From an optimization exercise on the open Yosys and OpenROAD flow, aimed at small area, a short achievable clock period and few clock cycles per item; shortcuts taken in it are not production practice.
In this exercise RTL edits were held to simulation tests only and were not proved equivalent to the original.
Power and IR drop assume default switching activity.

[design/flow/design.v]
`default_nettype none
package tega_pkg;
    localparam int GROUP_SIZE = 10;
    localparam int RAW_W      = 16;
    localparam int SUM_W      = 21;    
    localparam int MEAN_W     = 17;
    localparam int MSD_W      = 7;
    localparam int CFG_ADDR_W = 3;
    localparam int CFG_DATA_W = 17;
    localparam int S_DATA_W   = 32;
    localparam int M_DATA_W   = 24;
    localparam int M_USER_W   = 2;
    localparam logic [CFG_ADDR_W-1:0] CFG_OFFSET_Y      = 3'd0;
    localparam logic [CFG_ADDR_W-1:0] CFG_OFFSET_Z      = 3'd1;
    localparam logic [CFG_ADDR_W-1:0] CFG_BAND_UPPER    = 3'd2;
    localparam logic [CFG_ADDR_W-1:0] CFG_BAND_LOWER    = 3'd3;
    localparam logic [CFG_ADDR_W-1:0] CFG_MIN_SIGN_DIFF = 3'd4;
    localparam logic signed [MEAN_W-1:0] BAND_UPPER_RST    = 17'sd134;
    localparam logic signed [MEAN_W-1:0] BAND_LOWER_RST    = -17'sd17;
    localparam logic [MSD_W-1:0]         MIN_SIGN_DIFF_RST = 7'd5;
endpackage
`default_nettype wire
`default_nettype none
import tega_pkg::*;
module tega_prep
(
    input  wire logic                    aclk,
    input  wire logic                    aresetn,
    input  wire logic                    take,      
    input  wire logic [S_DATA_W-1:0]     s_tdata,
    input  wire logic signed [RAW_W-1:0] off_y,
    input  wire logic signed [RAW_W-1:0] off_z,
    output logic                         t_v,       
    output logic [2:0]                   t_zc,      
    output logic [2:0]                   t_yc,      
    output logic [RAW_W-1:0]             t_z        
);
    function automatic logic ult8(input logic [7:0] a, input logic [7:0] b);
        logic [7:0] l0, e0;
        logic [3:0] l1, e1;
        logic [1:0] l2, e2;
        for (int i = 0; i < 8; i++) begin
            l0[i] = !a[i] && b[i];
            e0[i] = a[i] == b[i];
        end
        for (int i = 0; i < 4; i++) begin
            l1[i] = l0[2*i+1] || (e0[2*i+1] && l0[2*i]);
            e1[i] = e0[2*i+1] && e0[2*i];
        end
        for (int i = 0; i < 2; i++) begin
            l2[i] = l1[2*i+1] || (e1[2*i+1] && l1[2*i]);
            e2[i] = e1[2*i+1] && e1[2*i];
        end
        ult8 = l2[1] || (e2[1] && l2[0]);
    endfunction
    logic [RAW_W-1:0] y_ob, oy_ob, z_ob, oz_ob;
    logic             y_lt_hi, y_lt_lo, z_gt_hi, z_lt_lo;
    always_comb begin
        y_ob    = {~s_tdata[RAW_W-1], s_tdata[RAW_W-2:0]};
        oy_ob   = {~off_y[RAW_W-1], off_y[RAW_W-2:0]};
        z_ob    = {~s_tdata[2*RAW_W-1], s_tdata[2*RAW_W-2:RAW_W]};
        oz_ob   = {~off_z[RAW_W-1], off_z[RAW_W-2:0]};
        y_lt_hi = ult8(y_ob[15:8], oy_ob[15:8]);
        y_lt_lo = ult8(y_ob[7:0], oy_ob[7:0]);
        z_gt_hi = ult8(oz_ob[15:8], z_ob[15:8]);
        z_lt_lo = ult8(z_ob[7:0], oz_ob[7:0]);
    end
    always_ff @(posedge aclk) begin
        if (!aresetn) begin
            t_v <= 1'b0;
        end else begin
            t_v <= take;
        end
    end
    always_ff @(posedge aclk) begin
        t_yc  <= {y_lt_hi, y_ob[15:8] == oy_ob[15:8], y_lt_lo};
        t_z   <= s_tdata[2*RAW_W-1:RAW_W];
        t_zc  <= {z_gt_hi, z_ob[15:8] == oz_ob[15:8], !z_lt_lo};
    end
endmodule
`default_nettype wire
`default_nettype none
import tega_pkg::*;
module tega_accum
(
    input  wire logic                  aclk,
    input  wire logic                  aresetn,
    input  wire logic                  s_tvalid,
    input  wire logic                  t_v,
    input  wire logic [2:0]            t_zc,
    input  wire logic [2:0]            t_yc,
    input  wire logic [RAW_W-1:0]      t_z,
    input  wire logic signed [RAW_W-1:0] off_z,
    input  wire logic [2:0]            msd_c,     
    input  wire logic                  busy_n,    
    output logic                       s_tready,
    output logic                       take,
    output logic                       close,
    output logic signed [SUM_W-1:0]    sum,
    output logic                       osc
);
    logic                    rdy;
    logic signed [SUM_W-1:0] acc;
    logic [3:0]              cnt;
    logic [3:0]              ncnt;
    logic                    ok;
    logic                    last;
    logic [3:0]              cnt_n;
    logic [3:0]              ncnt_sum;
    logic [2:0]              hdiff;    
    logic [SUM_W-1:0]        opa, opb, cs_s, cs_c;
    logic                    t_neg;    
    always_comb begin
        take     = s_tvalid && rdy;
        t_neg    = t_yc[2] || (t_yc[1] && t_yc[0]);
        ok       = t_v && (t_zc[2] || (t_zc[1] && t_zc[0]));    
        last     = (cnt == 4'd9);
        close    = ok && last;
        cnt_n    = ok ? (last ? 4'd0 : cnt + 4'd1) : cnt;
        opa      = SUM_W'($signed(t_z ^ {RAW_W{t_neg}}));
        opb      = SUM_W'($signed(off_z ^ {RAW_W{!t_neg}}));
        cs_s     = acc ^ opa ^ opb;
        cs_c     = {(acc[SUM_W-2:0] & opa[SUM_W-2:0]) | (acc[SUM_W-2:0] & opb[SUM_W-2:0])
                    | (opa[SUM_W-2:0] & opb[SUM_W-2:0]), 1'b1};
        sum      = cs_s + cs_c;
        ncnt_sum = ncnt + 4'(t_neg);
        hdiff    = (ncnt_sum >= 4'd5) ? 3'(ncnt_sum - 4'd5) : 3'(4'd5 - ncnt_sum);
        osc      = hdiff < msd_c;
    end
    always_ff @(posedge aclk) begin
        if (!aresetn) begin
            rdy  <= 1'b1;
            acc  <= '0;
            cnt  <= '0;
            ncnt <= '0;
        end else begin
            rdy <= !((cnt_n == 4'd9 || (cnt_n == 4'd8 && take)) && busy_n);
            cnt <= cnt_n;
            if (ok) begin
                acc  <= last ? '0 : sum;
                ncnt <= last ? '0 : ncnt_sum;
            end
        end
    end
    assign s_tready = rdy;
endmodule
`default_nettype wire
`default_nettype none
import tega_pkg::*;
module tega_close
(
    input  wire logic                     aclk,
    input  wire logic                     aresetn,
    input  wire logic                     close,
    input  wire logic signed [SUM_W-1:0]  sum,
    input  wire logic                     osc,
    input  wire logic signed [MEAN_W-1:0] band_hi,
    input  wire logic signed [MEAN_W-1:0] band_lo,
    input  wire logic                     m_tready,
    output logic                          busy_n,
    output logic                          m_tvalid,
    output logic [MEAN_W-1:0]             mean,
    output logic                          in_band,
    output logic                          oscillating
);
    localparam int QW = SUM_W - 1;    
    logic [QW-1:0] g;           
    logic [3:0]    rem;
    logic [2:0]    ph;
    logic          vld;
    logic          osc_r;
    logic          inb_r;       
    logic          hi_lt, hi_eq, hi_m1;
    logic          lo_gt, lo_eq;
    function automatic logic [4:0] div_bit(input logic [3:0] r, input logic b);
        logic       q;
        logic [2:0] d;    
        q    = r[3] || (r[2] && (r[1] || r[0]));
        d[2] = (!r[3] && r[2] && !r[1] && !r[0]) || (r[3] && r[0]);
        d[1] = (!r[3] && !r[2] && r[1]) || (r[2] && r[1] && r[0]) || (r[3] && !r[0]);
        d[0] = (!r[3] && !r[2] && r[0]) || (r[2] && r[1] && !r[0]) || (r[3] && !r[0]);
        div_bit = {q, d, b};
    endfunction
    logic [QW-1:0] hi_ob, lo_ob;
    assign hi_ob = {~band_hi[MEAN_W-1], {(QW-MEAN_W){band_hi[MEAN_W-1]}}, band_hi[MEAN_W-2:0]};
    assign lo_ob = {~band_lo[MEAN_W-1], {(QW-MEAN_W){band_lo[MEAN_W-1]}}, band_lo[MEAN_W-2:0]};
    logic [3:0]  qb;
    logic [3:0]  rem_n;
    logic [3:0]  hb, lb;
    logic        hi_lt_n, hi_eq_n, hi_m1_n, lo_gt_n, lo_eq_n;
    logic        rnd;
    logic        inb;
    logic [MEAN_W-1:0] m_inc;
    logic [2:0]  ph_n;
    logic        vld_n;
    always_comb begin
        logic [4:0] s;
        logic [3:0] r;
        logic       a;
        logic       cy, c;
        r = rem;
        for (int i = 0; i < 4; i++) begin
            s = div_bit(r, g[QW-1-i]);
            qb[3-i] = s[4];
            r = s[3:0];
        end
        rem_n = r;
        case (ph)
            3'd2:    begin hb = hi_ob[19:16]; lb = lo_ob[19:16]; end
            3'd3:    begin hb = hi_ob[15:12]; lb = lo_ob[15:12]; end
            3'd4:    begin hb = hi_ob[11:8];  lb = lo_ob[11:8];  end
            3'd5:    begin hb = hi_ob[7:4];   lb = lo_ob[7:4];   end
            default: begin hb = hi_ob[3:0];   lb = lo_ob[3:0];   end
        endcase
        hi_lt_n = hi_lt; hi_eq_n = hi_eq; hi_m1_n = hi_m1;
        lo_gt_n = lo_gt; lo_eq_n = lo_eq;
        for (int i = 3; i >= 0; i--) begin
            a = (ph == 3'd2 && i == 3) ? !g[i] : g[i];
            hi_m1_n = (hi_eq_n && !a && hb[i]) || (hi_m1_n && a && !hb[i]);
            hi_lt_n = hi_lt_n || (hi_eq_n && !a && hb[i]);
            hi_eq_n = hi_eq_n && (a == hb[i]);
            lo_gt_n = lo_gt_n || (lo_eq_n && a && !lb[i]);
            lo_eq_n = lo_eq_n && (a == lb[i]);
        end
        rnd   = g[QW-1] && (rem != 4'd0);    
        inb   = (rnd ? (hi_lt_n && !hi_m1_n) : hi_lt_n) && (rnd ? (lo_gt_n || lo_eq_n) : lo_gt_n);
        cy = rnd;
        for (int k = 0; k < (MEAN_W + 3) / 4; k++) begin
            c = cy;
            for (int i = 4 * k; i < 4 * k + 4 && i < MEAN_W; i++) begin
                m_inc[i] = g[i] ^ c;
                c        = c && g[i];
            end
            if (4 * k + 4 <= MEAN_W) cy = cy && (&g[4*k +: 4]);
        end
        ph_n   = close ? 3'd1 : (ph == 3'd6) ? 3'd0 : (ph != 3'd0) ? ph + 3'd1 : 3'd0;
        vld_n  = (ph == 3'd6) || (vld && !m_tready);
        busy_n = (ph_n != 3'd0) || vld_n;
    end
    always_ff @(posedge aclk) begin
        if (close) begin
            g     <= osc ? '0 : sum[QW-1:0];
            rem   <= (!osc && sum[SUM_W-1]) ? 4'd9 : 4'd0;
            osc_r <= osc;
            hi_lt <= 1'b0; hi_eq <= 1'b1; hi_m1 <= 1'b0;
            lo_gt <= 1'b0; lo_eq <= 1'b1;
        end else if (ph >= 3'd1 && ph <= 3'd5) begin
            g     <= {g[QW-5:0], qb};
            rem   <= rem_n;
            if (ph != 3'd1) begin
                hi_lt <= hi_lt_n; hi_eq <= hi_eq_n; hi_m1 <= hi_m1_n;
                lo_gt <= lo_gt_n; lo_eq <= lo_eq_n;
            end
        end else if (ph == 3'd6) begin
            g[MEAN_W-1:0] <= (inb && inb_r) ? '0 : m_inc;
        end
    end
    always_ff @(posedge aclk) begin
        if (!aresetn) begin
            ph       <= '0;
            vld      <= 1'b0;
            inb_r    <= 1'b0;
        end else begin
            ph  <= ph_n;
            vld <= vld_n;
            if (ph == 3'd6) inb_r <= inb;
        end
    end
    assign m_tvalid    = vld;
    assign mean        = g[MEAN_W-1:0];
    assign in_band     = inb_r;
    assign oscillating = osc_r;
endmodule
`default_nettype wire
`default_nettype none
import tega_pkg::*;
module tilt_error_group_averager
(
    input  wire logic                  aclk,
    input  wire logic                  aresetn,
    input  wire logic                  cfg_we,
    input  wire logic [CFG_ADDR_W-1:0] cfg_addr,
    input  wire logic [CFG_DATA_W-1:0] cfg_wdata,
    input  wire logic                  s_tvalid,
    output logic                       s_tready,
    input  wire logic [S_DATA_W-1:0]   s_tdata,    
    output logic                       m_tvalid,
    input  wire logic                  m_tready,
    output logic [M_DATA_W-1:0]        m_tdata,    
    output logic [M_USER_W-1:0]        m_tuser     
);
    logic signed [RAW_W-1:0]  off_y;
    logic signed [RAW_W-1:0]  off_z;
    logic signed [MEAN_W-1:0] band_hi;
    logic signed [MEAN_W-1:0] band_lo;
    logic [2:0]               msd_c;    
    function automatic logic [2:0] msd_class(input logic [MSD_W-1:0] v);
        logic sat;    
        sat = (v[6:4] != 3'd0) || (v[3] && (v[2] || (v[1] && v[0])));
        msd_class = sat ? 3'd6 : v[3:1] + 3'(v[0]);
    endfunction
    logic [CFG_DATA_W-1:0] wd;
    logic [4:0]            upd;
    always_comb begin
        wd = aresetn ? cfg_wdata : '0;
        for (int k = 0; k < 5; k++) begin
            upd[k] = !aresetn || (cfg_we && cfg_addr == CFG_ADDR_W'(k));
        end
    end
    always_ff @(posedge aclk) begin
        if (upd[CFG_OFFSET_Y])      off_y   <= wd[RAW_W-1:0];
        if (upd[CFG_OFFSET_Z])      off_z   <= wd[RAW_W-1:0];
        if (upd[CFG_BAND_UPPER])    band_hi <= aresetn ? wd[MEAN_W-1:0] : BAND_UPPER_RST;
        if (upd[CFG_BAND_LOWER])    band_lo <= aresetn ? wd[MEAN_W-1:0] : BAND_LOWER_RST;
        if (upd[CFG_MIN_SIGN_DIFF]) msd_c   <= aresetn ? msd_class(cfg_wdata[MSD_W-1:0])
                                                       : msd_class(MIN_SIGN_DIFF_RST);
    end
    logic                    busy_n;
    logic                    take;
    logic                    t_v;
    logic [2:0]              t_yc;
    logic [2:0]              t_zc;
    logic [RAW_W-1:0]        t_z;
    logic                    close;
    logic signed [SUM_W-1:0] sum;
    logic                    osc;
    logic [MEAN_W-1:0]       mean;
    logic                    in_band, oscillating;
    tega_prep u_prep (
        .aclk     (aclk),
        .aresetn  (aresetn),
        .take     (take),
        .s_tdata  (s_tdata),
        .off_y    (off_y),
        .off_z    (off_z),
        .t_v      (t_v),
        .t_zc     (t_zc),
        .t_yc     (t_yc),
        .t_z      (t_z)
    );
    tega_accum u_accum (
        .aclk     (aclk),
        .aresetn  (aresetn),
        .s_tvalid (s_tvalid),
        .t_v      (t_v),
        .t_zc     (t_zc),
        .t_yc     (t_yc),
        .t_z      (t_z),
        .off_z    (off_z),
        .msd_c    (msd_c),
        .busy_n   (busy_n),
        .s_tready (s_tready),
        .take     (take),
        .close    (close),
        .sum      (sum),
        .osc      (osc)
    );
    tega_close u_close (
        .aclk        (aclk),
        .aresetn     (aresetn),
        .close       (close),
        .sum         (sum),
        .osc         (osc),
        .band_hi     (band_hi),
        .band_lo     (band_lo),
        .m_tready    (m_tready),
        .busy_n      (busy_n),
        .m_tvalid    (m_tvalid),
        .mean        (mean),
        .in_band     (in_band),
        .oscillating (oscillating)
    );
    assign m_tdata = {{(M_DATA_W-MEAN_W){1'b0}}, mean};
    assign m_tuser = {oscillating, in_band};
endmodule
`default_nettype wire
[design/flow/flow/run.sh]
#!/bin/bash
# Standard ORFS layout with three changes to how it is made:
#  - synthesis maps the logic with an area-only ABC script (flow/abc_area.script) and leaves
#    adders to ABC instead of mapping full and half adders first; the registers and every
#    other synthesis step are those of the standard synthesis;
#  - the port buffers are buf_1 cells;
#  - timing repair aims for extra setup slack (flow/extra.mk).
# Each step's full output is in synth.log and standard.log here, and ORFS's own logs.
set -euo pipefail
cp -r "$FLOW_HOME/scripts" scripts_area
cp flow/abc_area.script scripts_area/abc_area.script
cat flow/extra.mk >> config.mk
bash standard.sh SCRIPTS_DIR="$PWD/scripts_area" ADDER_MAP_FILE= synth > synth.log 2>&1
bash standard.sh > standard.log 2>&1
[design/flow/flow/abc_area.script]
strash
dch
map -a
topo
stime -c
buffer -c
upsize -c
dnsize -c
[design/flow/flow/extra.mk]
export BUFFER_PORTS_ARGS = -buffer_cell sky130_fd_sc_hd__buf_1
export SETUP_SLACK_MARGIN = 8.4
export TNS_END_PERCENT = 100
[design/flow/standard.sh]
#!/bin/bash
# synth_recipe.tcl (not shown) runs the flow's synth.tcl, then flattens the netlist and writes it again
# the make line also repeats each setting of config.mk as NAME=value (left out here)
make -C /OpenROAD-flow-scripts/flow DESIGN_CONFIG=/design/flow/config.mk WORK_HOME=/design/flow/orfs CLKGATE_MAP_FILE= SYNTH_SCRIPT=/design/flow/synth_recipe.tcl "${@:-finish}"
[design/flow/config.mk]
export PLATFORM = sky130hd
export DESIGN_NAME = tilt_error_group_averager
export DESIGN_NICKNAME = tilt_error_group_averager
export VERILOG_FILES = /design/flow/design.v
export SDC_FILE = /design/flow/constraint.sdc
export NUM_CORES = 4
export LEC_CHECK = 0
export ABC_AREA = 1
export CAP_MARGIN = 20
export CORE_MARGIN = 2
export CORE_UTILIZATION = 40
export CTS_BUF_LIST = sky130_fd_sc_hd__clkbuf_8
export SLEW_MARGIN = 20
export BUFFER_PORTS_ARGS = -buffer_cell sky130_fd_sc_hd__buf_1
export SETUP_SLACK_MARGIN = 8.4
export TNS_END_PERCENT = 100
[design/flow/constraint.sdc]
create_clock -name core_clock -period 12.0 [get_ports {aclk}]
set_input_delay 2.4000 -clock core_clock [delete_from_list [all_inputs] [get_ports {aclk}]]
set_output_delay 2.4000 -clock core_clock [all_outputs]
set_load 0.01 [all_outputs]
==> impl.org, run 1 <==
** GRT
- Remaining global-route overflow :: 0
- The via count of the first global-routing pass came to 7422.
- Number of antenna violations at the first check in global routing :: 0
- Entering global routing, the biggest net connects 45 pins.
- Wire length of the first global-routing pass :: 38200 um
- Global routing consumed, over all layers together, 20.1% of the routing resources.

** Power and ir drop
- For this design the ratio of total power to cell area is 144 nW/um^2.
- For this design the static power due to leakage is 0.00436 uW.
- Maximum vdd ir drop :: 0.0725 mV

** Clock tree
- Library cell used as clock root buffer :: sky130_fd_sc_hd__clkbuf_8
- TritonCTS built the clock tree.
- Inserted Clock Buffers :: 17
- The H-tree generated during clock tree synthesis spans 4 levels.
- After clock tree synthesis, the clock-pin slew on the worst setup and hold paths is 0.09 ns.
- The clock reaches the later pin of the worst-skew pair after 0.47 ns.
- Number of buffers inserted by hold repair at cts :: 0
- The clock passes through at most 2 buffers.
- Clk sink count :: 157

** Worst setup path
- Type of element launching the critical path :: flip-flop
- Critical Path Slowest Stage Cell :: sky130_fd_sc_hd__edfxtp_1
- STA puts the critical path data required time at 9.60 ns.
- Kind of cell with the highest combined delay on the critical path :: flip-flops
- Critical path buffer and inverter count :: 1
- Worst path cell trace :: clkbuf_2
- Worst endpoint data arrival time :: 1.15 ns
- Worst Setup End Kind :: primary output
- Max stage delay on crit path :: 0.50 ns
- The critical path is of the reg2out type.
- FF-to-FF setup slack :: 8.70 ns
- Highest fanout seen on the critical path :: 6

** Floorplan
- Die outline area :: 24600 um^2
- Floorplan core area :: 22800 um^2
- Initial standard-cell utilization of the core :: 41.0%
- From left edge to right edge, the die measures 157 um.
- Vertical die dimension :: 157 um
- Std cell rows :: 55
- Ports :: 85

** Detailed routing
- Summed over all layers, the routed wires come to 23800 um.
- In the routed layout, each cell is associated on average with a via count of 4.93.
- After detailed routing, the met2 layer carries 10900 um of wire.
- For this block, wires on met1 add up to 11100 um.
- Met3 wire length :: 1080 um
- Overall via count from detail_route :: 7959
- Remaining antenna violation count after routing :: 0
- For this block, the initial DRC count from the detailed router was 461.
- Highest signal layer in the routed design :: met4
- The pre-antenna-repair detailed-routing pass consisted of 6 iterations.
- In the routed design, unresolved DRC markers number 0.
- In the final routed layout, each cell accounts on average for 14.7 um.

** Timing
- Tightest Pin Transition :: 0.908 ns
- Final setup violation count :: 0
- Derived from the worst setup path, the maximum achievable clock frequency is 0.282 GHz.
- Setup repair after global routing could not meet its margin everywhere.
- Final TNS setup :: 0 ns
- For the final database, setup skew stands at 0.0102 ns.
- Worst slew margin relative to its limit :: 39.4%
- The number of hold-slack violations in the final timing report came to 0.
- Clock period minus final worst setup slack :: 3.55 ns
- Period utilisation layout :: 29.5%
- Worst Slack Setup Final :: 8.45 ns
- Count of final max-slew check failures :: 0

** Logic synthesis
- Counting flops and latches in the post-synthesis netlist gives 157.
- In the synthesized netlist the async set-or-reset flop fraction comes to 0%.
- Per-instance average area after synthesis :: 7.59 um^2
- Cell taking the most area after synthesis :: sky130_fd_sc_hd__edfxtp_1
- Total of warnings raised by yosys :: 4
- Summing the sequential cell areas from Yosys gives 43.8% of the chip area.
- Sorting the synthesized cells by area gives the leading types as sky130_fd_sc_hd__edfxtp_1 30%, sky130_fd_sc_hd__dfxtp_1 14%, sky130_fd_sc_hd__nor2_1 10%, sky130_fd_sc_hd__nand2_1 8.2%, sky130_fd_sc_hd__inv_1 7.2%.
- Yosys mapped a number of flops with a built-in enable equal to 94.
- Area share of the largest cell type after synthesis :: 30.3%
- The cell area that synthesis handed to floorplanning was 9330 um^2.
- Yosys mapped the design onto 64 distinct sky130hd cell types.
- After technology mapping, the gate count stands at 1229.
- Among all flip-flop cells after synthesis, the most frequent one is sky130_fd_sc_hd__edfxtp_1.

** Placed design
- Timing analysis after detailed placement gives a worst setup slack of 7.92 ns.
- Routability cong. :: 0.864
- Count of port buffers added during placement :: 77
- Detailed placement ended at an HPWL of 18200 um.

** Layout
- Final core area utilization :: 45.3%
- Area growth from synthesis to final layout :: 10.5%
- For this run, the post-layout net count is 1347.
- Cells with a size suffix above 1 make up 9.36% of the layout.
- The filler cells instantiated in the layout total 2294.
- 0 antenna diodes ended up in the layout.

** Job
- Max Cap Viol :: 0

** Min path
- The worst hold path belongs to the class reg2reg.

** Status
- Status :: no timing/DRC/antenna violations
==> cells in the mapped netlist (8+ instances only) <==
library cell	count
sky130_fd_sc_hd__nor3_1	9
sky130_fd_sc_hd__edfxtp_1	94
sky130_fd_sc_hd__a21oi_1	65
sky130_fd_sc_hd__buf_4	28
sky130_fd_sc_hd__nand2_1	204
sky130_fd_sc_hd__o21ai_0	37
sky130_fd_sc_hd__or2_2	12
sky130_fd_sc_hd__a22oi_1	49
sky130_fd_sc_hd__o21ai_1	13
sky130_fd_sc_hd__xnor2_1	17
sky130_fd_sc_hd__inv_2	14
sky130_fd_sc_hd__nand3_1	26
sky130_fd_sc_hd__xor2_1	25
sky130_fd_sc_hd__inv_1	178
sky130_fd_sc_hd__o22ai_1	18
sky130_fd_sc_hd__clkbuf_1	28
sky130_fd_sc_hd__dfxtp_1	63
sky130_fd_sc_hd__a31oi_1	8
sky130_fd_sc_hd__nor2_2	9
sky130_fd_sc_hd__nor2_1	248
==> cell families after synthesis <==
logic type | Yosys count | synth area share, %
AOI/OAI and AO/OA | 231 | 16.1
xor gates and xnor gates | 44 | 4.29
buffers and inverters | 257 | 11.7
DFF | 157 | 43.8
other | 1 | 0.0402
and+or+nand+nor | 539 | 24.1
==> sequential cells by signal, indices dropped and copies added (netlist names), 3 cells and up <==
signal	cells
u_close.rem	4
u_close.g	20
u_prep.t_z	16
u_prep.t_yc	3
u_close.ph	3
u_prep.t_zc	3
u_accum.acc	21
band_lo	17
off_y	16
msd_c	3
u_accum.cnt	4
band_hi	17
off_z	16
u_accum.ncnt	4
==> what timing repair did <==
item / 4_1_cts / 5_1_grt
buffers inserted: 2 / 12
setup endpoints to repair: 2 / 36
resized for setup: 0 / 10
pin swaps: 0 / 3
==> where the power goes <==
group / total, uW / switching, uW / internal [uW]
Sequential: 639 / 25.6 / 613
Combinational: 444 / 292 / 152
Clock: 398 / 219 / 179
==> layout make-up <==
class | count | area, um^2 | share of cell area, %
Timing Repair Buffer | 99 | 480 | 4.66
Inverter | 194 | 728 | 7.06
Clock inverter | 13 | 129 | 1.25
Sequential cell | 157 | 4080 | 39.6
Tap cell | 313 | 392 | 3.80
Clock buffer | 19 | 262 | 2.54
Multi-Input combinational cell | 821 | 4230 | 41.1
==> cell usage in the layout (no fill, tap or decap), types with 7 or more instances in the layout <==
cell                       instances
sky130_fd_sc_hd__edfxtp_1         94
sky130_fd_sc_hd__o22ai_1          18
sky130_fd_sc_hd__dfxtp_1          63
sky130_fd_sc_hd__nor2_1          247
sky130_fd_sc_hd__buf_4            18
sky130_fd_sc_hd__xor2_1           25
sky130_fd_sc_hd__or2_2            12
sky130_fd_sc_hd__nor2_2           10
sky130_fd_sc_hd__buf_1            75
sky130_fd_sc_hd__o21ai_1          15
sky130_fd_sc_hd__nand2_1         203
sky130_fd_sc_hd__o21ai_0          35
sky130_fd_sc_hd__inv_2            14
sky130_fd_sc_hd__a31oi_1           7
sky130_fd_sc_hd__a21oi_1          64
sky130_fd_sc_hd__conb_1            7
sky130_fd_sc_hd__nand3_1          26
sky130_fd_sc_hd__nor3_1            9
sky130_fd_sc_hd__clkbuf_8         19
sky130_fd_sc_hd__inv_1           178
sky130_fd_sc_hd__a22oi_1          49
sky130_fd_sc_hd__xnor2_1          17
==> final timing paths <==
kind | end | cells past startpoint | start
worst min register to register | u_close.hi_eq$_SDFFE_PP1P_ | 2 | u_close.hi_eq$_SDFFE_PP1P_
worst max-delay path | m_tdata[6] | 1 | u_close.g[6]$_DFFE_PP_
worst min-delay path | u_close.hi_eq$_SDFFE_PP1P_ | 2 | u_close.hi_eq$_SDFFE_PP1P_
worst max register to register | u_accum.acc[13]$_SDFFE_PN0P_ | 19 | u_prep.t_yc[1]$_DFF_P_
==> stage by stage <==
step | area (um^2) | hold slack, ns | std cells | total power (uW)
2_1_floorplan | 9370 | 0.466 | 1235 | 973
4_1_cts | 10200 | 0.499 | 1604 | 1480
3_3_place_gp | 9760 | 0.489 | 1570 | 1090
6_report | 10300 | 0.495 | 1616 | 1480
3_5_place_dp | 9760 | 0.480 | 1570 | 1090
5_1_grt | 10300 | 0.552 | 1616 | 1570
==> layer usage <==
layer	vias to the layer above	track usage (%)
li1	4102	-
met5	-	0
met4	0	7.82
met2	212	32.9
met3	39	3.38
met1	3606	26.6
Testbench counts, summed over its fixed seeds: cycles 25,664, samples 25,600.
==> inputs of run 2 (changes only) <==
==> design/flow/flow/extra.mk (replaced) <==
export BUFFER_PORTS_ARGS = -buffer_cell sky130_fd_sc_hd__buf_1
export SETUP_SLACK_MARGIN = 8.45
export TNS_END_PERCENT = 100
--- a/design/flow/config.mk
+++ b/design/flow/config.mk
@@ -14,3 +14,3 @@
 export BUFFER_PORTS_ARGS = -buffer_cell sky130_fd_sc_hd__buf_1
-export SETUP_SLACK_MARGIN = 8.4
+export SETUP_SLACK_MARGIN = 8.45
 export TNS_END_PERCENT = 100
==> impl.org, run 2 <==
** Logic synthesis
- Gate Count Post-Synth :: 1229 (unchanged)
- Post-Syn Area :: 9330 um^2 (unchanged)
- Total of warnings raised by yosys :: 4 (unchanged)
- Top-count cell post-synth :: sky130_fd_sc_hd__nor2_1 (unchanged)
- Primary FF master, synth :: sky130_fd_sc_hd__edfxtp_1 (unchanged)
- Area share of the largest cell type after synthesis :: 30.3% (unchanged)
- Most area-consuming cells after synthesis :: sky130_fd_sc_hd__edfxtp_1 30%, sky130_fd_sc_hd__dfxtp_1 14%, sky130_fd_sc_hd__nor2_1 10%, sky130_fd_sc_hd__nand2_1 8.2%, sky130_fd_sc_hd__inv_1 7.2% (unchanged)
- The synthesized area per cell came to 7.59 um^2 (unchanged).
- The number of distinct library cells after synthesis came to 64 (unchanged).
- FFs w/ async S/R, synth :: 0% (unchanged)
- Top cells by instance count after synthesis: 248 x sky130_fd_sc_hd__nor2_1, 204 x sky130_fd_sc_hd__nand2_1, 178 x sky130_fd_sc_hd__inv_1 (unchanged).
- The number of register bits inferred by synthesis is 157 (unchanged).
- The post-synthesis cell type with the largest combined area was sky130_fd_sc_hd__edfxtp_1 (unchanged).
- Share of the yosys chip area belonging to registers :: 43.8% (unchanged)
- EDFF count, synth :: 94 (unchanged)

** Layout
- The post-layout net count is 1356 (was 1347).
- Number of flip-flops under the largest register name :: 21 (unchanged)
- The most frequent standard cell in the layout excluding fill and tap cells was sky130_fd_sc_hd__nor2_1 (unchanged).
- The largest register by flop count is u_accum.acc (unchanged).
- Fraction of layout cells with a size suffix above 1 :: 10.6% (was 9.36%)
- The signed area change from the synthesized netlist to the final layout was 12.5% (was 10.5%).
- The storage element area is 4090 um^2 (was 4080 um^2).
- Most used cells in the layout excluding fill and tap cells: 247 x sky130_fd_sc_hd__nor2_1, 202 x sky130_fd_sc_hd__nand2_1, 177 x sky130_fd_sc_hd__inv_1 (was 247 x sky130_fd_sc_hd__nor2_1, 203 x sky130_fd_sc_hd__nand2_1, 178 x sky130_fd_sc_hd__inv_1).
- Total of fill cells in the finished design :: 2273 (was 2294)
- Largest registers: u_accum.acc (21), u_close.g (20) (unchanged).
- Multi-input gate area :: 4330 um^2 (was 4230 um^2)
- The number of antenna diodes is 0 (unchanged).

** Worst setup path
- The critical setup path kind is reg2out (unchanged).
- Critical path data required time :: 9.60 ns (about the same)
- Max stage delay on crit path :: 0.48 ns (was 0.50 ns)
- Worst path cell trace :: buf_1 (was clkbuf_2)
- The kind of end point of the critical path was a primary output (unchanged).
- Highest fanout seen on the critical path :: 4 (was 6)
- The data arrival time at the worst-slack endpoint is 1.11 ns (was 1.15 ns).
- The critical path's slowest cell is sky130_fd_sc_hd__edfxtp_1 (unchanged).
- The depth of the most critical reg-to-reg path is 15 (was 19).
- Type of element launching the critical path :: flip-flop (unchanged)
- The count of buffer and inverter cells on the critical path came to 1 (unchanged).
- The critical path depth was 1 (unchanged).
- The family with the most delay on the worst path is flip-flops (unchanged).

** Clock tree
- Inserted Clock Buffers :: 17 (unchanged)
- Clk latency of the worst-skew pair :: 0.47 ns (about the same)
- The H-tree depth is 4 (unchanged).
- The CTS tree is yes (unchanged).
- Clock transition at the registers of the reported paths :: 0.09 ns (about the same)
- Clk sink count :: 157 (unchanged)
- Library cell used as clock root buffer :: sky130_fd_sc_hd__clkbuf_8 (unchanged)
- Clock tree buffer depth :: 2 (unchanged)

** Timing
- The clock tree skew after final layout came to 0.0126 ns (was 0.0102 ns).
- Count of endpoints failing hold in the final timing report :: 0 (unchanged)
- Unrepaired setup endpoints after global routing: no (was yes).
- Clock period minus final worst setup slack :: 3.51 ns (was 3.55 ns)
- The maximum operating frequency is 0.285 GHz (was 0.282 GHz).
- The share of the cycle needed by the critical path after routing came to 29.3% (was 29.5%).
- Final setup violation count :: 0 (unchanged)
- Count of final max-slew check failures :: 0 (unchanged)
- The slew at the pin closest to its max-slew limit is 0.919 ns (was 0.908 ns).
- The post-route setup TNS came to 0 ns (unchanged).
- Worst slew margin relative to its limit :: 38.7% (was 39.4%)
- Worst Slack Setup Final :: 8.49 ns (was 8.45 ns)

** Power and ir drop
- The leakage power figure is 0.00444 uW (was 0.00436 uW).
- Part of the power in the clock network :: 26.4% (was 26.9%)
- The logic gate share of total power is 31.6% (was 30.0%).
- The peak ir drop on the vdd network came to 0.0741 mV (was 0.0725 mV).
- The net switching power of the design came to 558 uW (was 536 uW).
- Power per cell area :: 145 nW/um^2 (was 144 nW/um^2)
- The internal power is 961 uW (was 944 uW).
- Sequential share of power :: 42.1% (was 43.1%)
- The share of total power consumed by net switching was 36.7% (was 36.2%).

** Floorplan
- The height of the die was 157 um (unchanged).
- Die Width :: 157 um (unchanged)
- The starting density of the core is 41.0% (unchanged).
- Die outline area :: 24600 um^2 (unchanged)
- The number of cell rows came to 55 (unchanged).
- Ports :: 85 (unchanged)
- The area of the core region came to 22800 um^2 (unchanged).

** Detailed routing
- The average wire length per cell after detail routing came to 14.8 um (was 14.7 um).
- Overall routed net length :: 24000 um (was 23800 um)
- Overall via count from detail_route :: 7894 (was 7959)
- Met2 routed wirelength :: 10900 um (about the same)
- Met3 wire length :: 949 um (was 1080 um)
- Remaining antenna violation count after routing :: 0 (unchanged)
- Vias per Instance :: 4.86 (was 4.93)
- Remaining design rule violation count :: 0 (unchanged)
- The violation count after the first detailed-route iteration came to 444 (was 461).
- The detailed-routing iteration count for the pre-antenna-repair pass was 5 (was 6).
- The uppermost layer routed is met4 (unchanged).
- Wire length on met1 :: 11400 um (was 11100 um)

** Placed design
- Half-perimeter wire length after placement :: 18000 um (was 18200 um)
- The number of port buffers was 77 (unchanged).
- Pre-CTS WS :: 7.92 ns (about the same)
- Routability cong. :: 0.825 (was 0.864)

** Min path
- Hold Path Cell Cnt :: 2 (unchanged)
- The kind of path behind the tightest hold check is reg2reg (unchanged).

** Job
- The max-capacitance violation count was 0 (unchanged).

** GRT
- The first-pass GRT wire length was 38400 um (was 38200 um).
- The total grt overflow is 0 (unchanged).
- Number of antenna violations at the first check in global routing :: 0 (unchanged)
- Via count of the first global-routing pass :: 7547 (was 7422)
- The global-route total usage across every layer came to 20.1% (about the same).
- Maximum number of pins on one net before global-route repair :: 52 (was 45)

** Status
- Status :: no timing/DRC/antenna violations (unchanged)
[run 2: path summary, 6_finish.rpt]
kind	startpoint	end	slack, ns
worst max register to register	u_prep.t_yc[0]$_DFF_P_	u_close.g[19]$_DFFE_PP_	8.70
worst min register to register	u_close.lo_eq$_SDFFE_PP1P_	u_close.lo_eq$_SDFFE_PP1P_	0.51
worst max-delay path	u_close.g[5]$_DFFE_PP_	m_tdata[5]	8.49
worst min-delay path	u_close.lo_eq$_SDFFE_PP1P_	u_close.lo_eq$_SDFFE_PP1P_	0.51
[run 2: power by group through the flow]
stage	logic [uW]	registers, uW	clock network (uW)
floorplan	334	640	0
global placement	436	651	0
detailed placement	438	650	0
CTS	440	639	407
global route	537	644	432
finish	479	639	400
[run 2: cells by family after synthesis]
group           after synthesis  share of synthesized area (%)
compound gates              231                           16.1
xor+xnor                     44                           4.29
buf+inv                     257                           11.7
flops                       157                           43.8
other cells                   1                         0.0402
simple gates                539                           24.1
[run 2: metrics by stage]
step / hold WS (ns) / util, % / instances / total power, uW / area (um^2)
3_5_place_dp: 0.499 / 42.8 / 1569 / 1090 / 9760
4_1_cts: 0.512 / 44.8 / 1607 / 1490 / 10200
2_1_floorplan: 0.466 / - / 1235 / 973 / 9370
3_3_place_gp: 0.491 / 42.8 / 1569 / 1090 / 9760
6_report: 0.507 / 46.1 / 1625 / 1520 / 10500
5_1_grt: 0.539 / 46.1 / 1625 / 1610 / 10500
[run 2: worst reg2reg max path, cell delays in order (launching register included)]
cell and delay (ns):
sky130_fd_sc_hd__dfxtp_1 0.35, sky130_fd_sc_hd__a21oi_4 0.19, sky130_fd_sc_hd__buf_12 0.17, sky130_fd_sc_hd__buf_4 0.14, sky130_fd_sc_hd__xor2_2 0.38, sky130_fd_sc_hd__inv_1 0.22, sky130_fd_sc_hd__a21oi_1 0.21, sky130_fd_sc_hd__nor2_1 0.07
sky130_fd_sc_hd__nor2_1 0.30, sky130_fd_sc_hd__nand2_1 0.14, sky130_fd_sc_hd__nor4_1 0.24, sky130_fd_sc_hd__nand2_1 0.09, sky130_fd_sc_hd__o2111ai_1 0.11, sky130_fd_sc_hd__xor2_1 0.23, sky130_fd_sc_hd__buf_4 0.15, sky130_fd_sc_hd__o22ai_1 0.06
[run 2: repair_timing]
| action | 4_1_cts | 5_1_grt |
|---|---|---|
| resized for setup | 1 | 23 |
| cloned | 0 | 1 |
| endpoints found under the hold margin | 0 | 0 |
| buffers inserted | 6 | 17 |
| hold buffers | 0 | 0 |
| setup endpoints to repair | 7 | 35 |
| pin swaps | 0 | 8 |
[run 2: layer usage]
metal  GRT usage (%)  vias to the layer above
li1                -                     4112
met1            27.2                     3570
met2            32.3                      175
met3            3.32                       37
met4            7.51                        0
met5               0                        -
[run 2: cell type report]
cell class	instances	share of cell area [%]
Timing Repair Buffer	108	5.37
Tap cell	313	3.73
Clock buffer	18	2.36
Clock inverter	14	1.43
Sequential cell	157	38.9
Inverter	194	6.96
Multi-Input combinational cell	821	41.2
==> inputs of run 3 (changes only) <==
--- a/design/flow/design.v
+++ b/design/flow/design.v
@@ -110,3 +110,3 @@
     logic [2:0]              hdiff;    
-    logic [SUM_W-1:0]        opa, opb, cs_s, cs_c;
+    logic [SUM_W-1:0]        opa, opb;
     logic                    t_neg;    
@@ -121,6 +121,3 @@
         opb      = SUM_W'($signed(off_z ^ {RAW_W{!t_neg}}));
-        cs_s     = acc ^ opa ^ opb;
-        cs_c     = {(acc[SUM_W-2:0] & opa[SUM_W-2:0]) | (acc[SUM_W-2:0] & opb[SUM_W-2:0])
-                    | (opa[SUM_W-2:0] & opb[SUM_W-2:0]), 1'b1};
-        sum      = cs_s + cs_c;
+        sum      = acc + opa + opb + SUM_W'(1);
         ncnt_sum = ncnt + 4'(t_neg);
==> design/flow/flow/extra.mk (replaced) <==
export BUFFER_PORTS_ARGS = -buffer_cell sky130_fd_sc_hd__buf_1
export SETUP_SLACK_MARGIN = 8.4
export TNS_END_PERCENT = 100
--- a/design/flow/config.mk
+++ b/design/flow/config.mk
@@ -11,6 +11,6 @@
 export CORE_UTILIZATION = 40
-export CTS_BUF_LIST = sky130_fd_sc_hd__clkbuf_8
+export CTS_BUF_LIST = sky130_fd_sc_hd__clkbuf_4 sky130_fd_sc_hd__clkbuf_8
 export SLEW_MARGIN = 20
 export BUFFER_PORTS_ARGS = -buffer_cell sky130_fd_sc_hd__buf_1
-export SETUP_SLACK_MARGIN = 8.45
+export SETUP_SLACK_MARGIN = 8.4
 export TNS_END_PERCENT = 100
==> impl.org, run 3 <==
** Status
- Status: no timing/DRC/antenna violations (unchanged).

** Clock tree
- The clock latency on the worst-skew pair is 0.46 ns (was 0.47 ns).
- CTS tree :: yes (unchanged)
- Library cell used as clock root buffer :: sky130_fd_sc_hd__clkbuf_8 (unchanged)
- Clk sink count :: 157 (unchanged)
- The clock tree buffer depth came to 2 (unchanged).
- Number of buffers inserted by hold repair at cts :: 0 (unchanged)
- H-tree depth reported by CTS :: 4 (unchanged)
- Clock transition at the registers of the reported paths :: 0.10 ns (was 0.09 ns)
- Inserted Clock Buffers :: 17 (unchanged)

** Worst setup path
- The worst-path maximum fanout was 5 (was 4).
- Critical Path Slowest Stage Cell :: sky130_fd_sc_hd__edfxtp_1 (unchanged)
- The data arrival time at the worst-slack endpoint was 1.15 ns (was 1.11 ns).
- The biggest cell delay along the critical path came to 0.51 ns (was 0.48 ns).
- Worst Setup End Kind :: primary output (unchanged)
- Critical path data required time :: 9.60 ns (about the same)
- The capture point of the worst reg-to-reg path is u_close.rem[3]$_DFFE_PP_ (was u_close.g[19]$_DFFE_PP_).
- The reg-to-reg critical path startpoint is u_prep.t_yc[1]$_DFF_P_ (was u_prep.t_yc[0]$_DFF_P_).
- The critical setup path kind is reg2out (unchanged).
- Type of element launching the critical path :: flip-flop (unchanged)
- The depth of the most critical reg-to-reg path is 21 (was 15).
- Worst path cell trace: clkbuf_2 (was buf_1).
- The worst reg-to-reg setup slack was 8.63 ns (was 8.70 ns).
- Critical path buffer and inverter count :: 1 (unchanged)
- The family with the most delay on the worst path was flip-flops (unchanged).

** Layout
- Number of flip-flops under the largest register name :: 21 (unchanged)
- The storage element area is 4080 um^2 (was 4090 um^2).
- Area growth from synthesis to final layout :: 12.5% (about the same)
- Largest registers :: u_accum.acc (21), u_close.g (20) (unchanged)
- Net count of the finished layout :: 1324 (was 1356)
- Fraction of layout cells with a size suffix above 1 :: 9.14% (was 10.6%)
- Final core area utilization :: 45.4% (was 46.1%)
- The most frequent standard cell in the layout excluding fill and tap cells was sky130_fd_sc_hd__nor2_1 (unchanged).
- The number of antenna diodes came to 0 (unchanged).
- Most used cells in the layout excluding fill and tap cells: 237 x sky130_fd_sc_hd__nor2_1, 195 x sky130_fd_sc_hd__inv_1, 189 x sky130_fd_sc_hd__nand2_1 (was 247 x sky130_fd_sc_hd__nor2_1, 202 x sky130_fd_sc_hd__nand2_1, 177 x sky130_fd_sc_hd__inv_1).
- Multi-input gate area :: 4050 um^2 (was 4330 um^2)
- The largest register by flop count is u_accum.acc (unchanged).
- The fill cell instance count of the final layout was 2248 (was 2273).

** Timing
- The slew at the pin closest to its max-slew limit is 0.931 ns (was 0.919 ns).
- Count of final max-slew check failures :: 0 (unchanged)
- The share of the cycle needed by the critical path after routing was 29.6% (was 29.3%).
- Clock Skews :: 0.0164 ns (was 0.0126 ns)
- Maximum clock frequency :: 0.282 GHz (was 0.285 GHz)
- Worst slew margin relative to its limit :: 37.7% (was 38.7%)
- The post-route setup TNS was 0 ns (unchanged).
- The final-report setup violation count was 0 (unchanged).
- Clock period minus final worst setup slack :: 3.55 ns (was 3.51 ns)
- The number of hold-slack violations in the final timing report is 0 (unchanged).
- Unrepaired setup endpoints after global routing: yes (was no).

** Logic synthesis
- Post-Syn Area :: 9090 um^2 (was 9330 um^2)
- Per-instance average area after synthesis :: 7.61 um^2 (was 7.59 um^2)
- Flop and latch count out of synthesis :: 157 (unchanged)
- Top cells by instance count after synthesis :: 244 x sky130_fd_sc_hd__nor2_1, 195 x sky130_fd_sc_hd__inv_1, 190 x sky130_fd_sc_hd__nand2_1 (was 248 x sky130_fd_sc_hd__nor2_1, 204 x sky130_fd_sc_hd__nand2_1, 178 x sky130_fd_sc_hd__inv_1)
- Most area-consuming cells after synthesis :: sky130_fd_sc_hd__edfxtp_1 31%, sky130_fd_sc_hd__dfxtp_1 14%, sky130_fd_sc_hd__nor2_1 10%, sky130_fd_sc_hd__inv_1 8.1%, sky130_fd_sc_hd__nand2_1 7.8% (was sky130_fd_sc_hd__edfxtp_1 30%, sky130_fd_sc_hd__dfxtp_1 14%, sky130_fd_sc_hd__nor2_1 10%, sky130_fd_sc_hd__nand2_1 8.2%, sky130_fd_sc_hd__inv_1 7.2%)
- Share of the yosys chip area belonging to registers :: 44.9% (was 43.8%)
- Total of warnings raised by yosys :: 4 (unchanged)
- Area share of the largest cell type after synthesis :: 31.1% (was 30.3%)
- Gate Count Post-Synth :: 1194 (was 1229)
- EDFF count, synth :: 94 (unchanged)
- Primary FF master, synth :: sky130_fd_sc_hd__edfxtp_1 (unchanged)
- Count of different cell masters after synthesis :: 56 (was 64)
- The post-synthesis cell type with the largest combined area was sky130_fd_sc_hd__edfxtp_1 (unchanged).
- Top-count cell post-synth :: sky130_fd_sc_hd__nor2_1 (unchanged)
- FFs w/ async S/R, synth :: 0% (unchanged)

** GRT
- Wire length of the first global-routing pass :: 36800 um (was 38400 um)
- The total grt overflow was 0 (unchanged).
- Via count of the first global-routing pass :: 7294 (was 7547)
- The global-route total usage across every layer came to 19.7% (was 20.1%).
- The initial antenna violation count was 0 (unchanged).
- Maximum number of pins on one net before global-route repair :: 43 (was 52)

** Min path
- Worst Hold Path EP :: u_close.hi_lt$_SDFFE_PP0P_ (was u_close.lo_eq$_SDFFE_PP1P_)
- Hold Path Cell Cnt :: 2 (unchanged)
- Launch instance of the worst min-delay path :: u_close.hi_lt$_SDFFE_PP0P_ (was u_close.lo_eq$_SDFFE_PP1P_)
- The kind of path behind the tightest hold check is reg2reg (unchanged).

** Floorplan
- Die outline area :: 23900 um^2 (was 24600 um^2)
- The boundary pin count is 85 (unchanged).
- Floorplan core area :: 22500 um^2 (was 22800 um^2)
- Initial standard-cell utilization of the core :: 40.4% (was 41.0%)
- The height of the die is 155 um (was 157 um).
- The width of the die came to 155 um (was 157 um).
- Std cell rows :: 55 (unchanged)

** Power and ir drop
- The leakage power figure came to 0.00445 uW (was 0.00444 uW).
- Maximum vdd ir drop :: 0.0695 mV (was 0.0741 mV)
- The cell area power density is 137 nW/um^2 (was 145 nW/um^2).

** Detailed routing
- Vias per Instance :: 4.98 (was 4.86)
- The number of DRC violations after detailed routing was 0 (unchanged).
- Overall via count from detail_route :: 7786 (was 7894)
- Overall routed net length :: 23300 um (was 24000 um)
- Remaining antenna violation count after routing :: 0 (unchanged)
- DR iter-0 viols :: 448 (was 444)
- Routed WL per cell :: 14.9 um (was 14.8 um)
- Number of detailed-routing iterations run before antenna repair :: 5 (unchanged)

** Placed design
- Half-perimeter wire length after placement :: 17200 um (was 18000 um)
- Routability cong. :: 0.850 (was 0.825)
- Count of port buffers added during placement :: 77 (unchanged)

** Job
- Max Cap Viol :: 0 (unchanged)
## run 3: final cells by class
type / count / share of cell area [%]
Clock inverter: 15 / 1.69
Timing Repair Buffer: 109 / 5.43
Multi-Input combinational cell: 778 / 39.6
Inverter: 204 / 7.52
Sequential cell: 157 / 39.9
Clock buffer: 17 / 2.29
Tap cell: 285 / 3.49
## run 3: metrics by stage
step                hold slack (ns)  setup slack, ns  cell area (um^2)  power (uW)  instances
floorplan                     0.437             8.24              9130         896       1200
global placement              0.458             8.16              9490         986       1508
detailed placement            0.470             8.11              9490         987       1508
CTS                           0.496             8.41              9960        1390       1548
global route                  0.542             8.32             10200        1480       1565
finish                        0.487             8.45             10200        1400       1565
## run 3: how the worst max path moves through the flow
stage | start | to | slack, ns | cells past startpoint
2_1_floorplan | cfg_addr[2] | band_hi[0]$_SDFFCE_PN0P_ | 8.24 | 3
3_3_place_gp | aresetn | off_y[4]$_DFFE_PP_ | 8.16 | 5
3_5_place_dp | aresetn | off_y[4]$_DFFE_PP_ | 8.11 | 5
4_1_cts | u_close.g[1]$_DFFE_PP_ | m_tdata[1] | 8.41 | 1
5_1_grt | u_close.rem[0]$_DFFE_PP_ | u_close.g[16]$_DFFE_PP_ | 8.32 | 19
6_report | u_close.g[6]$_DFFE_PP_ | m_tdata[6] | 8.45 | 1
## run 3: kinds of logic after synthesis
group	Yosys count	synth area share [%]
AND/OR/NAND/NOR	509	22.7
buffers and inverters	265	12.1
AO/OA/AOI/OAI	221	16.2
flip-flops	157	44.9
XOR/XNOR	41	4.03
other	1	0.0413
## run 3: metal layers
layer | part of all wire, % | vias to the layer above | track usage (%)
li1 | - | 4019 | -
met1 | 46 | 3541 | 25.7
met2 | 47 | 191 | 33.1
met3 | 4.5 | 35 | 3.59
met4 | 2.5 | 0 | 6.35
met5 | 0 | - | 0
## run 3: report_power, final
part,switching (uW),internal [uW],total (uW)
Clock,240,158,398
Combinational,235,128,363
Sequential,25.1,611,636
## run 3: repair_timing
| item | in CTS | in global routing |
|---|---|---|
| cloned | 0 | 0 |
| buffers inserted | 8 | 17 |
| pin swaps | 1 | 10 |
| setup endpoints to repair | 20 | 28 |
| gates resized for setup | 1 | 26 |
Testbench counts of run 3, summed over its fixed seeds: cycles 25,664, samples 25,600.
==> inputs of run 4 (changes only) <==
--- a/design/flow/config.mk
+++ b/design/flow/config.mk
@@ -11,3 +11,3 @@
 export CORE_UTILIZATION = 40
-export CTS_BUF_LIST = sky130_fd_sc_hd__clkbuf_4 sky130_fd_sc_hd__clkbuf_8
+export CTS_BUF_LIST = sky130_fd_sc_hd__clkbuf_16
 export SLEW_MARGIN = 20
==> impl.org, run 4 <==
** Status
- Status :: no timing/DRC/antenna violations (unchanged)

** Timing
- The number of hold-slack violations in the final timing report was 0 (unchanged).
- The post-route setup TNS was 0 ns (unchanged).
- Worst Slack Setup Final :: 8.43 ns (was 8.45 ns)
- The relative slew slack came to 37.4% (was 37.7%).
- Period utilisation layout :: 29.7% (was 29.6%)
- The clock tree skew after final layout is 0.0158 ns (was 0.0164 ns).
- Tightest Pin Transition :: 0.936 ns (was 0.931 ns)
- Unrepaired setup endpoints after global routing: yes (unchanged).
- The final-report setup violation count was 0 (unchanged).
- The maximum operating frequency was 0.280 GHz (was 0.282 GHz).
- The total count of max-transition violations in the final report was 0 (unchanged).
- The final period demand of the worst path was 3.57 ns (was 3.55 ns).

** Detailed routing
- Highest signal layer in the routed design :: met4 (unchanged)
- Vias per Instance :: 4.96 (was 4.98)
- Met2 routed wirelength :: 11000 um (was 10900 um)
- The detailed-route wire length on metal 1 was 10700 um (about the same).
- The residual antenna-violating net count after detailed routing is 0 (unchanged).
- DR iter-0 viols :: 424 (was 448)
- The total number of vias is 7765 (was 7786).
- The met3 routed wirelength was 1020 um (was 1040 um).
- The number of DRC violations after detailed routing was 0 (unchanged).
- Overall routed net length :: 23300 um (about the same)
- The detailed-routing iteration count for the pre-antenna-repair pass came to 5 (unchanged).
- Routed WL per cell :: 14.9 um (about the same)

** Logic synthesis
- The most frequent cell after synthesis is sky130_fd_sc_hd__nor2_1 (unchanged).
- The number of distinct library cells after synthesis was 56 (unchanged).
- Share of the yosys chip area belonging to registers :: 44.9% (unchanged)
- Most area-consuming cells after synthesis :: sky130_fd_sc_hd__edfxtp_1 31%, sky130_fd_sc_hd__dfxtp_1 14%, sky130_fd_sc_hd__nor2_1 10%, sky130_fd_sc_hd__inv_1 8.1%, sky130_fd_sc_hd__nand2_1 7.8% (unchanged)
- Primary FF master, synth :: sky130_fd_sc_hd__edfxtp_1 (unchanged)
- Cell taking the most area after synthesis :: sky130_fd_sc_hd__edfxtp_1 (unchanged)
- The share of synthesized registers carrying an async set or reset came to 0% (unchanged).
- Flop and latch count out of synthesis :: 157 (unchanged)
- Total of warnings raised by yosys :: 4 (unchanged)
- EDFF count, synth :: 94 (unchanged)
- Area share of the largest cell type after synthesis :: 31.1% (unchanged)
- Per-instance average area after synthesis :: 7.61 um^2 (unchanged)
- The post-synthesis cell count came to 1194 (unchanged).
- The post-synthesis instance area came to 9090 um^2 (unchanged).
- Top cells by instance count after synthesis :: 244 x sky130_fd_sc_hd__nor2_1, 195 x sky130_fd_sc_hd__inv_1, 190 x sky130_fd_sc_hd__nand2_1 (unchanged)

** Clock tree
- Clk latency of the worst-skew pair :: 0.43 ns (was 0.46 ns)
- The clock tree root buffer cell is sky130_fd_sc_hd__clkbuf_16 (was sky130_fd_sc_hd__clkbuf_8).
- Clk sink count :: 157 (unchanged)
- CTS tree :: yes (unchanged)
- The number of buffers inserted during clock tree synthesis is 17 (unchanged).
- H-tree depth reported by CTS :: 4 (unchanged)
- Clock transition at the registers of the reported paths :: 0.07 ns (was 0.10 ns)
- The number of hold buffers added after CTS was 0 (unchanged).
- The clock tree buffer depth came to 2 (unchanged).

** Worst setup path
- The end point of the critical path is m_tdata[2] (was m_tdata[6]).
- The kind of end point of the critical path is a primary output (unchanged).
- Depth of the most critical reg-to-reg path :: 21 (unchanged)
- Critical path start-end classification :: reg2out (unchanged)
- The worst-path maximum fanout is 8 (was 5).
- Max stage delay on crit path :: 0.53 ns (was 0.51 ns)
- Startpoint of the worst-slack reg-to-reg timing path :: u_prep.t_yc[1]$_DFF_P_ (unchanged)
- Launching element of the worst setup path :: u_close.g[2]$_DFFE_PP_ (was u_close.g[6]$_DFFE_PP_)
- The required time of the critical path came to 9.60 ns (about the same).
- Kind of cell with the highest combined delay on the critical path :: flip-flops (unchanged)
- Worst endpoint data arrival time :: 1.17 ns (was 1.15 ns)
- Reg-to-reg critical path endpoint :: u_close.rem[3]$_DFFE_PP_ (unchanged)
- The critical path depth came to 1 (unchanged).
- FF-to-FF setup slack :: 8.65 ns (was 8.63 ns)
- The count of buffer and inverter cells on the critical path is 1 (unchanged).
- Type of element launching the critical path :: flip-flop (unchanged)
- Worst path cell trace :: buf_1 (was clkbuf_2)
- Critical Path Slowest Stage Cell :: sky130_fd_sc_hd__edfxtp_1 (unchanged)

** GRT
- Remaining global-route overflow :: 0 (unchanged)
- The first-pass GRT wire length came to 36700 um (was 36800 um).
- Number of antenna violations at the first check in global routing :: 0 (unchanged)
- The largest net degree at the start of global routing came to 43 (unchanged).
- Combined global-route utilization of all metal layers :: 19.6% (was 19.7%)
- The via count of the first global-routing pass came to 7293 (was 7294).

** Power and ir drop
- Power per cell area :: 148 nW/um^2 (was 137 nW/um^2)
- The peak ir drop on the vdd network is 0.0809 mV (was 0.0695 mV).
- The leakage power figure came to 0.00452 uW (was 0.00445 uW).

** Layout
- The layout cell share with drive strength beyond 1 is 9.07% (was 9.14%).
- Most used cells in the layout excluding fill and tap cells :: 237 x sky130_fd_sc_hd__nor2_1, 195 x sky130_fd_sc_hd__inv_1, 188 x sky130_fd_sc_hd__nand2_1 (was 237 x sky130_fd_sc_hd__nor2_1, 195 x sky130_fd_sc_hd__inv_1, 189 x sky130_fd_sc_hd__nand2_1)
- Net count of the finished layout :: 1323 (was 1324)
- The number of flip-flops under the largest register name was 21 (unchanged).
- Multi-input gate area :: 4070 um^2 (was 4050 um^2)
- Diode insertion count for antenna repair :: 0 (unchanged)
- Register bank with the most flops :: u_accum.acc (unchanged)
- Area growth from synthesis to final layout :: 14.7% (was 12.5%)
- Largest registers :: u_accum.acc (21), u_close.g (20) (unchanged)
- The most frequent standard cell in the layout excluding fill and tap cells is sky130_fd_sc_hd__nor2_1 (unchanged).
- The fill cell instance count of the final layout is 2210 (was 2248).
- The post-layout utilization of the core was 46.3% (was 45.4%).
- The storage element area is 4080 um^2 (unchanged).

** Floorplan
- The die area is 23900 um^2 (unchanged).
- Std cell rows :: 55 (unchanged)
- The boundary pin count came to 85 (unchanged).
- Vertical die dimension :: 155 um (unchanged)
- The width of the die is 155 um (unchanged).
- The area of the core region is 22500 um^2 (unchanged).
- The starting density of the core is 40.4% (unchanged).

** Placed design
- Count of port buffers added during placement :: 77 (unchanged)
- Half-perimeter wire length after placement :: 17200 um (unchanged)
- The pre-CTS setup slack came to 8.11 ns (unchanged).
- The last weighted congestion value of the routability-driven placer came to 0.850 (unchanged).

** Min path
- The kind of path behind the tightest hold check is reg2reg (unchanged).

** Job
- The max-capacitance violation count is 0 (unchanged).
-- run 4: worst min-delay path by stage --
stage / slack (ns) / end / cells after the start / start
after floorplan: 0.44 / u_close.hi_lt$_SDFFE_PP0P_ / 2 / u_close.hi_lt$_SDFFE_PP0P_
after global placement: 0.46 / u_close.hi_lt$_SDFFE_PP0P_ / 2 / u_close.hi_lt$_SDFFE_PP0P_
after detailed placement: 0.47 / u_close.hi_lt$_SDFFE_PP0P_ / 2 / u_close.hi_lt$_SDFFE_PP0P_
after CTS: 0.49 / u_close.hi_lt$_SDFFE_PP0P_ / 2 / u_close.hi_lt$_SDFFE_PP0P_
after global routing: 0.53 / u_close.hi_lt$_SDFFE_PP0P_ / 2 / u_close.hi_lt$_SDFFE_PP0P_
final: 0.48 / u_close.hi_lt$_SDFFE_PP0P_ / 2 / u_close.hi_lt$_SDFFE_PP0P_
-- run 4: final cells by class --
type	instances	area share, %
Clock inverter	15	1.66
Timing Repair Buffer	107	5.21
Tap cell	285	3.42
Inverter	204	7.38
Sequential cell	157	39.2
Multi-Input combinational cell	779	39.0
Clock buffer	17	4.08
-- run 4: metal layers --
metal  global-route usage (%)  up-vias
li1                         -     4025
met1                     25.5     3522
met2                     33.1      183
met4                     7.28        0
met3                     3.17       35
met5                        0        -
-- run 4: per-stage QoR --
step	instances	hold slack (ns)	total power [uW]	area [um^2]
floorplan	1200	0.437	896	9130
global placement	1508	0.458	986	9490
detailed placement	1508	0.470	987	9490
finish	1564	0.481	1540	10400
global route	1564	0.535	1620	10400
CTS	1544	0.489	1530	10100
-- run 4: power by group --
| part | switching (uW) | internal (uW) | total, uW |
|---|---|---|---|
| logic | 238 | 128 | 366 |
| registers | 25.0 | 611 | 636 |
| clock network | 257 | 280 | 538 |
| total | 520 | 1020 | 1540 |
-- run 4: kinds of logic (layout without fill, tap and decap cells) --
group | Yosys count | count (layout) | synth area share [%]
AOI/OAI and AO/OA | 221 | 222 | 16.2
xor gates and xnor gates | 41 | 41 | 4.03
buffers and inverters | 265 | 343 | 12.1
DFF | 157 | 157 | 44.9
other | 1 | 7 | 0.0413
and+or+nand+nor | 509 | 509 | 22.7
-- run 4: what timing repair did --
action / CTS / global route
endpoints found under the hold margin: 0 / 0
endpoints found under the setup margin: 18 / 27
gates cloned: 0 / 1
buffers inserted: 4 / 19
pin swaps: 1 / 10
gates resized for setup: 2 / 27
==> inputs of run 5 (changes only) <==
--- a/design/flow/config.mk
+++ b/design/flow/config.mk
@@ -10,4 +10,5 @@
 export CORE_MARGIN = 2
-export CORE_UTILIZATION = 40
-export CTS_BUF_LIST = sky130_fd_sc_hd__clkbuf_16
+export CORE_UTILIZATION = 55
+export CTS_BUF_LIST = sky130_fd_sc_hd__clkbuf_8
+export PLACE_DENSITY = 0.7
 export SLEW_MARGIN = 20
==> impl.org, run 5 <==
** Logic synthesis
- Area share of the largest cell type after synthesis :: 31.1% (unchanged)
- The post-synthesis cell count came to 1194 (unchanged).
- Count of different cell masters after synthesis :: 56 (unchanged)
- The number of enable-type register cells in the synthesized netlist is 94 (unchanged).
- Top cells by instance count after synthesis: 244 x sky130_fd_sc_hd__nor2_1, 195 x sky130_fd_sc_hd__inv_1, 190 x sky130_fd_sc_hd__nand2_1 (unchanged).
- The synthesized area per cell came to 7.61 um^2 (unchanged).
- FFs w/ async S/R, synth :: 0% (unchanged)
- Most area-consuming cells after synthesis: sky130_fd_sc_hd__edfxtp_1 31%, sky130_fd_sc_hd__dfxtp_1 14%, sky130_fd_sc_hd__nor2_1 10%, sky130_fd_sc_hd__inv_1 8.1%, sky130_fd_sc_hd__nand2_1 7.8% (unchanged).
- Top-count cell post-synth :: sky130_fd_sc_hd__nor2_1 (unchanged)
- The synthesis warning total is 4 (unchanged).
- Primary FF master, synth :: sky130_fd_sc_hd__edfxtp_1 (unchanged)
- The number of register bits inferred by synthesis is 157 (unchanged).

** Layout
- The signed area change from the synthesized netlist to the final layout was 12.9% (was 14.7%).
- Largest registers :: u_accum.acc (21), u_close.g (20) (unchanged)
- The post-route cell area came to 10300 um^2 (was 10400 um^2).
- Number of flip-flops under the largest register name :: 21 (unchanged)
- Diode insertion count for antenna repair :: 0 (unchanged)
- Register bank with the most flops :: u_accum.acc (unchanged)

** Floorplan
- Ports :: 85 (unchanged)
- The height of the die came to 133 um (was 155 um).
- Initial standard-cell utilization of the core :: 56.8% (was 40.4%)
- The area of the core region was 16000 um^2 (was 22500 um^2).
- The width of the die was 133 um (was 155 um).
- The number of cell rows was 46 (was 55).
- The die area came to 17600 um^2 (was 23900 um^2).

** GRT
- Remaining global-route overflow :: 0 (unchanged)
- The first-pass GRT wire length came to 35700 um (was 36700 um).
- Via count of the first global-routing pass :: 7225 (was 7293)
- The largest net degree at the start of global routing came to 37 (was 43).
- The initial antenna violation count was 0 (unchanged).

** Power and ir drop
- The cell area power density was 140 nW/um^2 (was 148 nW/um^2).
- Part of the power in the clock network :: 28.6% (was 34.9%)
- The sequential share of power came to 44.1% (was 41.3%).
- The share of total power consumed by net switching was 34.1% (was 33.8%).
- The logic gate share of total power is 27.3% (was 23.8%).
- Leakage :: 0.00448 uW (was 0.00452 uW)

** Placed design
- Pre-CTS WS :: 7.93 ns (was 8.11 ns)
- The last weighted congestion value of the routability-driven placer was 0.921 (was 0.850).
- Half-perimeter wire length after placement :: 16300 um (was 17200 um)
- The standard cell area after detailed placement came to 9400 um^2 (was 9490 um^2).
- The number of port buffers is 77 (unchanged).

** Timing
- The post-route setup TNS is 0 ns (unchanged).
- Maximum clock frequency :: 0.280 GHz (about the same)
- The final worst setup slack is 8.42 ns (was 8.43 ns).
- The total count of max-transition violations in the final report came to 0 (unchanged).
- The relative slew slack came to 43.7% (was 37.4%).
- Final setup violation count :: 0 (unchanged)
- Count of endpoints failing hold in the final timing report :: 0 (unchanged)
- Unrepaired setup endpoints after global routing: yes (unchanged).
- Tightest Pin Transition :: 0.842 ns (was 0.936 ns)
- Period utilisation layout :: 29.8% (was 29.7%)

** Detailed routing
- Remaining antenna violation count after routing :: 0 (unchanged)
- The average wire length per cell after detail routing was 14.9 um (about the same).
- Remaining design rule violation count :: 0 (unchanged)
- The total detailed-routing wirelength is 22400 um (was 23300 um).
- The detailed-routing iteration count for the pre-antenna-repair pass came to 6 (was 5).
- The violation count after the first detailed-route iteration came to 588 (was 424).
- The total number of vias is 7932 (was 7765).

** Worst setup path
- The worst-path maximum fanout came to 6 (was 8).
- Critical path data required time :: 12.30 ns (was 9.60 ns)
- Worst endpoint data arrival time :: 3.87 ns (was 1.17 ns)
- Critical path start-end classification :: reg2reg (was reg2out)
- The kind of end point of the critical path is a flip-flop (was primary output).

** Min path
- Hold/Removal Path Class :: reg2reg (unchanged)

** Clock tree
- The clock tree root buffer cell is sky130_fd_sc_hd__clkbuf_8 (was sky130_fd_sc_hd__clkbuf_16).
- Clk latency of the worst-skew pair :: 0.47 ns (was 0.43 ns)
- CTS tree :: yes (unchanged)
- The clock input transition at the sequential cells of the worst setup and hold paths was 0.10 ns (was 0.07 ns).
- The clock tree buffer depth was 2 (unchanged).
- Inserted Clock Buffers :: 17 (unchanged)

** Status
- Status :: no timing/DRC/antenna violations (unchanged)
[run 5: area by class of cell]
cell class	count	area [um^2]
Clock inverter	15	173
Sequential cell	157	4090
Inverter	204	769
Fill cell	1467	5740
Multi-Input combinational cell	778	4140
Clock buffer	17	234
Timing Repair Buffer	111	589
Tap cell	216	270
[run 5: stage by stage]
stage	utilization, %	power (uW)	std cells
2_1_floorplan	-	896	1200
3_3_place_gp	58.8	974	1439
3_5_place_dp	58.8	978	1439
4_1_cts	61.8	1390	1476
5_1_grt	64.1	1520	1498
6_report	64.1	1440	1498
[run 5: path summary, 6_finish.rpt]
path,from,endpoint,slack [ns],cells after the start
setup reg to reg,u_prep.t_yc[1]$_DFF_P_,u_close.rem[3]$_DFFE_PP_,8.42,20
setup / recovery,u_prep.t_yc[1]$_DFF_P_,u_close.rem[3]$_DFFE_PP_,8.42,20
hold / removal,u_accum.rdy$_SDFF_PN1_,u_prep.t_v$_SDFF_PN0_,0.48,2
hold reg to reg,u_accum.rdy$_SDFF_PN1_,u_prep.t_v$_SDFF_PN0_,0.48,2
[run 5: what timing repair did]
item | in CTS | in global routing
hold buffers | 0 | 0
gates cloned | 0 | 0
hold endpoints to repair | 0 | 0
pin swaps | 1 | 20
setup endpoints to repair | 28 | 75
buffers inserted | 5 | 22
resized for setup | 5 | 40
[run 5: layer usage]
metal  vias up  wire length, um  GRT usage [%]
li1       4023                -              -
met1      3649            10400           35.6
met2       225            10400           41.2
met3        35             1180           4.75
met4         0              451           7.47
met5         -                0              0
[run 5: logic make-up after synthesis]
logic type	share of synthesized area [%]
xor+xnor	4.03
simple gates	22.7
buf+inv	12.1
flops	44.9
other cells	0.0413
compound gates	16.2
[run 5: worst max-delay path, stage by stage, from the launching register on]
cell and delay, ns:
sky130_fd_sc_hd__dfxtp_2 0.34, sky130_fd_sc_hd__a21oi_4 0.27, sky130_fd_sc_hd__buf_12 0.17, sky130_fd_sc_hd__xor2_4 0.16, sky130_fd_sc_hd__nand2_1 0.08, sky130_fd_sc_hd__inv_2 0.08
sky130_fd_sc_hd__buf_6 0.11, sky130_fd_sc_hd__o21ai_4 0.07, sky130_fd_sc_hd__o21ai_4 0.18, sky130_fd_sc_hd__nand2_2 0.07, sky130_fd_sc_hd__o21ai_2 0.19, sky130_fd_sc_hd__inv_2 0.06
sky130_fd_sc_hd__o41ai_4 0.39, sky130_fd_sc_hd__nand3_2 0.12, sky130_fd_sc_hd__and3_4 0.19, sky130_fd_sc_hd__o21ai_4 0.20, sky130_fd_sc_hd__a221oi_4 0.11, sky130_fd_sc_hd__o21ai_2 0.20
sky130_fd_sc_hd__xor2_2 0.18, sky130_fd_sc_hd__nand2_1 0.10, sky130_fd_sc_hd__o21ai_1 0.12
[run 5: power groups by stage]
stage,clock (uW),sequential [uW],combinational (uW)
2_1_floorplan,0,636,260
3_3_place_gp,0,647,328
3_5_place_dp,0,646,332
4_1_cts,418,634,340
5_1_grt,441,639,435
6_report,412,635,393

[static timing again, ports no longer ideal]
The results above use ideal ports. As a check the final layouts listed here were re-extracted and re-timed, cells and wires unchanged.
Step 1: set_driving_cell puts a clkbuf_16 on aclk and a buf_2 on each other input, an assumption about the parent block.
Step 2, shift: input delay + t, output delay - t, t = (earliest + latest rising clock arrival at the registers) / 2. This alone moves slack from input paths to output paths.
Slacks: ideal ports / drivers / drivers and shift; pairs: ideal ports / drivers.
| run | t (ns) | setup slack, ns |
|---|---|---|
| run 1 | 0.503 | 8.455 / 8.418 / 8.094 |
| run 2 | 0.497 | 8.485 / 8.449 / 8.085 |
| run 3 | 0.498 | 8.452 / 8.410 / 8.108 |
| run 4 | 0.471 | 8.434 / 8.387 / 8.105 |
| run 5 | 0.501 | 8.424 / 8.423 / 8.064 |
After both steps every run listed still meets setup and hold.
